What follows belongs to an exercise in optimizing a design on an open flow for small area; a production flow would make more cautious choices. Only simulation tests tie the RTL to the original design; equivalence was not proved. Power and IR drop assume default switching activity.

--- flow/config.mk ---
export PLATFORM = sky130hd
export DESIGN_NAME = regfile_sb
export DESIGN_NICKNAME = regfile_sb
export VERILOG_FILES = /design/flow/design.v
export SDC_FILE = /design/flow/constraint.sdc
export NUM_CORES = 4
export LEC_CHECK = 0
export CAP_MARGIN = 20
export CORE_MARGIN = 2
export CORE_UTILIZATION = 40
export SLEW_MARGIN = 20
--- flow/constraint.sdc ---
create_clock -name core_clock -period 7.0 [get_ports {clk}]
set_input_delay 1.4000 -clock core_clock [delete_from_list [all_inputs] [get_ports {clk}]]
set_output_delay 1.4000 -clock core_clock [all_outputs]
set_load 0.01 [all_outputs]
--- flow/design.v ---
package regfile_pkg;
   typedef enum logic {
      CLEAR = 1'b0,
      RUN   = 1'b1
   } state_e;
   localparam int                    DEF_DATA_W  = 32;
   localparam int                    DEF_NREGS   = 32;
   localparam int                    DEF_SP_REG  = 29;
   localparam logic [DEF_DATA_W-1:0] DEF_SP_INIT = 32'h0000_2FFC;
   function automatic int aw_of(input int nregs);
      aw_of = (nregs <= 1) ? 1 : $clog2(nregs);
   endfunction
endpackage
module regfile_sb_rdport
#(
   parameter int DATA_W   = regfile_pkg::DEF_DATA_W,
   parameter int AW       = 5,
   parameter bit ZERO_REG = 1'b1
) (
   input  logic              run,
   input  logic [AW-1:0]     addr,
   input  logic [DATA_W-1:0] rh_data,
   input  logic              rh_busy,
   input  logic              wr_en,
   input  logic [AW-1:0]     wr_addr,
   input  logic [DATA_W-1:0] wr_data,
   output logic [DATA_W-1:0] data,
   output logic              busy
);
   logic wr_hit;
   always_comb begin
      data   = rh_data;
      busy   = rh_busy;
      wr_hit = wr_en && (wr_addr == addr);
      if (!run) begin
         data = '0;
         busy = 1'b1;
      end else if (ZERO_REG && (addr == '0)) begin
         data = '0;
         busy = 1'b0;
      end else if (wr_hit) begin
         data = wr_data;
         busy = 1'b0;
      end
   end
endmodule
module regfile_sb
#(
   parameter int                DATA_W   = regfile_pkg::DEF_DATA_W,
   parameter int                NREGS    = regfile_pkg::DEF_NREGS,
   parameter int                NRD      = 2,
   parameter bit                ZERO_REG = 1'b1,
   parameter int                SP_REG   = regfile_pkg::DEF_SP_REG,
   parameter logic [DATA_W-1:0] SP_INIT  = DATA_W'(regfile_pkg::DEF_SP_INIT),
   localparam int               AW       = regfile_pkg::aw_of(NREGS)
) (
   input  logic                  clk,
   input  logic                  rst_n,
   output logic                  ready,
   input  logic [NRD*AW-1:0]     rd_addr,
   output logic [NRD*DATA_W-1:0] rd_data,
   output logic [NRD-1:0]        rd_busy,
   input  logic                  wr_en,
   input  logic [AW-1:0]         wr_addr,
   input  logic [DATA_W-1:0]     wr_data,
   input  logic                  iss_en,
   input  logic [AW-1:0]         iss_addr,
   input  logic [AW-1:0]         dbg_addr,
   output logic [DATA_W-1:0]     dbg_data
);
   typedef logic [DATA_W-1:0] word_t;
   regfile_pkg::state_e            state_q, state_d;
   logic [AW-1:0]     ptr_q, ptr_d;
   logic [NREGS-1:0]  busy_q, busy_d;
   logic [NREGS-1:0][DATA_W-1:0] rh_q;
   logic [NREGS-1:0][DATA_W-1:0] rh_d;
   word_t             dbg_data_q, dbg_data_d;
   logic              run;
   assign run      = (state_q == regfile_pkg::RUN);
   assign ready    = run;
   assign dbg_data = dbg_data_q;
   always_comb begin
      state_d = state_q;
      ptr_d   = ptr_q;
      if (!run) begin
         if (ptr_q == AW'(NREGS - 1)) begin
            state_d = regfile_pkg::RUN;
         end else begin
            ptr_d = ptr_q + AW'(1);
         end
      end
   end
   always_comb begin
      rh_d = rh_q;
      if (!run) begin
         rh_d[ptr_q] = (ptr_q == AW'(SP_REG)) ? SP_INIT : '0;
      end else if (wr_en && !(ZERO_REG && (wr_addr == '0))) begin
         rh_d[wr_addr] = wr_data;
      end
   end
   always_comb begin
      busy_d = busy_q;
      if (!run) begin
         busy_d = '0;
      end else begin
         for (int r = 0; r < NREGS; r++) begin
            if (iss_en && (iss_addr == AW'(r)) && !(ZERO_REG && (r == 0))) begin
               busy_d[r] = 1'b1;
            end else if (wr_en && (wr_addr == AW'(r))) begin
               busy_d[r] = 1'b0;
            end
         end
      end
   end
   always_comb begin
      dbg_data_d = run ? rh_q[dbg_addr] : '0;
   end
   always_ff @(posedge clk) begin
      if (!rst_n) begin
         state_q    <= regfile_pkg::CLEAR;
         ptr_q      <= '0;
         busy_q     <= '0;
         dbg_data_q <= '0;
      end else begin
         state_q    <= state_d;
         ptr_q      <= ptr_d;
         busy_q     <= busy_d;
         dbg_data_q <= dbg_data_d;
         rh_q       <= rh_d;
      end
   end
   for (genvar i = 0; i < NRD; i++) begin : g_rd
      logic [AW-1:0] addr;
      assign addr = rd_addr[i*AW +: AW];
      regfile_sb_rdport #(
         .DATA_W   (DATA_W),
         .AW       (AW),
         .ZERO_REG (ZERO_REG)
      ) u_rdport (
         .run     (run),
         .addr    (addr),
         .rh_data (rh_q[addr]),
         .rh_busy (busy_q[addr]),
         .wr_en   (wr_en),
         .wr_addr (wr_addr),
         .wr_data (wr_data),
         .data    (rd_data[i*DATA_W +: DATA_W]),
         .busy    (rd_busy[i])
      );
   end
endmodule
--- flow/run.sh ---
#!/bin/bash
# synth_recipe.tcl (not shown) runs the flow's synth.tcl, then flattens the netlist and writes it again
# the make line also repeats each setting of config.mk as NAME=value (left out here)
make -C /OpenROAD-flow-scripts/flow DESIGN_CONFIG=/design/flow/config.mk WORK_HOME=/design/flow/orfs CLKGATE_MAP_FILE= SYNTH_SCRIPT=/design/flow/synth_recipe.tcl finish
==> reports/results.md <==
| Item | Value | Unit |
|---|---|---|
| Standard cell core area | 195000 | sq um |
| Share of layout cells above drive strength 1 | 0.297 | - |
| Number of iterations in the first detailed-routing pass | 8 | - |
| Max Slew Vio Count | 0 | - |
| Syn nets | 5964 | - |
| CP peak stage delay | 0.85 | ns |
| Sequential area share after synthesis | 0.411 | - |
| Total GRT Usage | 0.341 | - |
| Net switching fraction of the power | 0.282 | - |
| Number of synthesized flops with an enable pin | 1024 | - |
| Proportion of register bits with asynchronous set or reset after synthesis | 0 | - |
| Die Y-Extent | 446 | um |
| Seq cells post-synth | 1093 | - |
| Worst hold-check path type | reg2reg | - |
| Max stage delay cell, worst path | and3_1 | - |
| Post-Syn Area | 78200 | sq um |
| Final Hold Slack | 0.527 | ns |
| Number of antenna violations at the first check in global routing | 17 | - |
| Post-CTS Hold Fix Bufs | 0 | - |
| Routability congestion estimate | 0.933 | - |
| Total wire length after detailed routing | 348000 | um |
| GR Overflow Total | 0 | - |
| Average wire per standard cell | 41.2 | um |
| TritonCTS clock tree | yes | - |
| Pwr Density | 209 | nW/um^2 |
| Clk buf depth | 3 | - |
| Predominant post-synthesis flop cell | edfxtp_1 | - |
| Post-layout instance count excluding filler cells | 8457 | - |
| Highest net fanout along the worst path | 9 | - |
| Setup fix buffers added after clock tree synthesis | 0 | - |
| Worst path top cell family by delay | simple AND/OR/NAND/NOR gates | - |
| Maximum number of pins on one net before global-route repair | 177 | - |
| Overall die width | 446 | um |
| Post-route ant nets | 0 | - |
| RSZ-0062 raised after global routing | false | - |
| Relative slew slack | 0.156 | - |
| Most repeated library cell on the critical path | clkdlybuf4s50_1 | - |
| Final setup violating endpoints | 0 | - |
| Switching pwr | 0.00518 | W |
| Area of the die | 199000 | sq um |
| Number of placement rows | 162 | - |
| Starting density of the core | 0.402 | - |
| Post-CTS clock slew at the launch and capture registers of the worst setup and hold paths | 0.06 | ns |
| Input/output buffers | 159 | - |
| Via count of the first global-routing pass | 59.3k | - |
| Via density per instance | 7.58 | - |
| Accumulated negative setup slack | 0 | ns |
| Area Overhead vs Synth | 12.3 | % |
| Overall power | 0.0183 | W |
| Startpoint Class | primary input | - |
| Run status | finished clean | - |
| # resized after CTS | 0 | - |
| Min Clock Period, post-route | 6.85 | ns |
| Number of top-level pins | 160 | - |
| Half-perimeter wire length of the detailed placement result | 211000 | um |
| Critical path, cell by cell | clkdlybuf4s50_1, xor2_1, nor4_1, and3_1, a211oi_1, nor3_1, clkdlybuf4s50_1 | - |
| Drt initial violations | 11.9k | - |
| Layout Nets | 5872 | - |
| Fraction of power consumed by sequential logic | 0.437 | - |
| Cells after DPL | 8207 | - |
| Final hold viol count | 0 | - |
| Htree depth | 4 | - |
| CP arrival | 5.45 | ns |
| Static Leakage | 30.3 | nW |
| Register-to-register path setup slack | 2.47 | ns |
| Maximum clock skew at final layout | 0.0220 | ns |
| Buffers & Inverters on Critical Path | 2 | - |
| Number of buffers created by CTS | 132 | - |
| Power share of the combinational group | 0.178 | - |
| Clock latency reported for the late side of the worst-skew pair | 0.81 | ns |
| Crit. End Element | output pin | - |
| Critical path type | in2out | - |
| Clock network fraction of total power | 0.384 | - |
| IR drop worst, VDD | 0.225 | mV |
| First-pass GRT wire length | 478000 | um |
| Buffer cell driving the clock tree root | clkbuf_16 | - |
| CTS sink count | 1093 | - |
| Number of remaining DRC errors | 0 | - |
| CP required | 5.60 | ns |
| Count of unique library cells instantiated by Yosys | 78 | - |
| Achievable clock frequency | 0.146 | GHz |
| Max-capacitance violation count | 0 | - |
| Post-route fraction of the period consumed by the critical path | 0.978 | - |
| Mapped Cells | 5892 | - |
| Total via count after detailed routing | 64.1k | - |
| Internal power contribution | 0.0132 | W |
| Tightest Pin Transition | 1.26 | ns |
| Average cell area after synthesis | 13.3 | sq um |
| Syn. warnings | 2 | - |
==> logic make-up (layout without fill, tap and decap cells) <==
group	count (synthesis)	after routing	synth area share
multiplexers	1736	1736	0.355
AO/OA/AOI/OAI	1322	1322	0.135
flip-flops	1093	1093	0.411
AND/OR/NAND/NOR	1018	1018	0.0572
buffers and inverters	694	703	0.0381
XOR/XNOR	18	18	0.00211
adder cells (fa/ha/maj)	11	11	0.00176
other	0	14	0
==> worst register-to-register path, stage by stage, from the launching register on <==
cell,delay (ns)
dfxtp_1,0.58
inv_1,0.15
ha_1,0.32
nor3b_1,0.20
ha_1,0.29
nor2b_1,0.15
and3_1,0.48
nand3_2,0.96
nor2_1,0.41
a21oi_2,0.06
buf_4,0.30
a221o_1,0.36
==> power by group through the flow <==
stage / clock network (W) / registers [W] / logic [W]
finish: 0.00705 / 0.00802 / 0.00327
global route: 0.00727 / 0.00805 / 0.00336
CTS: 0.00705 / 0.00798 / 0.00318
detailed placement: 0 / 0.00812 / 0.00317
global placement: 0 / 0.00809 / 0.00313
floorplan: 0 / 0.00815 / 0.00216
==> cell type report <==
class	count	area (sq um)
clock buffers	163	3640
clock inverters	72	596
repair buffers	454	4470
inverters	14	65.1
diodes	14	35.0
fillers	17381	107000
flip-flops and latches	1093	32100
well taps	2542	3180
multi-input cells	4105	43700
==> layout by cell type, fill, tap and decap left out, types with 73 or more instances in the layout <==
cell	synthesis	layout
buf_4	33	249
o21ai_0	156	155
edfxtp_1	1024	1024
a22o_1	616	616
nor2_1	181	175
clkbuf_16	0	140
nand2_1	589	587
a21oi_1	97	73
mux2i_1	611	611
a221o_1	127	127
mux2_2	309	309
mux4_2	801	801
a22oi_1	101	101
clkdlybuf4s50_1	0	145
==> routing by layer <==
layer	up-vias	part of all wire	track usage
met5	-	0.00037	0.000733
met4	16	0.083	0.232
met3	1238	0.15	0.115
met2	6130	0.42	0.484
met1	32402	0.35	0.439
li1	24276	-	-
==> Yosys cell counts (all sizes together) (101+ instances only) <==
cell / instances / area (sq um)
a21oi: 109 / 591
a221o: 127 / 1270
nand2: 591 / 2220
nor2: 207 / 857
clkbuf: 384 / 1440
buf: 296 / 1490
o21ai: 156 / 781
mux4: 801 / 18000
mux2: 324 / 3650
a22oi: 101 / 758
edfxtp: 1024 / 30700
mux2i: 611 / 6120
a22o: 616 / 5400
==> registers in the layout, summed over array words and instances, names as in the netlist <==
| name | flops |
|---|---|
| busy_q | 31 |
| rh_q | 1024 |
| dbg_data_q | 32 |
| state_q | 1 |
| ptr_q | 5 |
==> metrics by stage <==
stage	utilization	cell area [sq um]	setup slack [ns]
after global placement	0.429	83500	0.453
after detailed placement	0.429	83600	0.540
final	0.452	87900	0.154
after CTS	0.451	87800	0.538
after global routing	0.451	87800	0.231
after floorplan	-	78300	-12.51
==> worst paths after layout <==
| path | from | to | cells after the start |
|---|---|---|---|
| setup / recovery | wr_addr[0] | rd_data[57] | 7 |
| hold / removal | busy_q[21] | busy_q[21] | 2 |
| setup reg to reg | ptr_q[0] | rh_q[291] | 11 |
| hold reg to reg | busy_q[21] | busy_q[21] | 2 |

## port drivers added, routing unchanged
How much do the figures lean on ideal ports? The routed layout below was timed once more, with nothing changed but the port constraints.
Step 1: set_driving_cell puts a clkbuf_16 on clk and a buf_2 on each other input, an assumption about the parent block.
Step 2 adds t to the input delays and takes it off the output delays; t is the mean of the earliest and latest rising clock arrival at the registers after step 1. Input paths then give back, and output paths get back, about the clock's delay inside the block.
Three values: ideal ports, drivers, drivers and shift; two values: the first two.
shift t [ns]: 0.885
slack for setup (ns): 0.154 / 0.133 / 0.133
worst setup path at the end: input to output
clock arrival spread, ns: 0.035 / 0.035
worst slew at a driven data input, ns: 0.23
After both steps setup and hold are still met in this run. For this run, drivers alone change the setup slack by -0.021 ns; drivers and shift together by -0.021 ns.
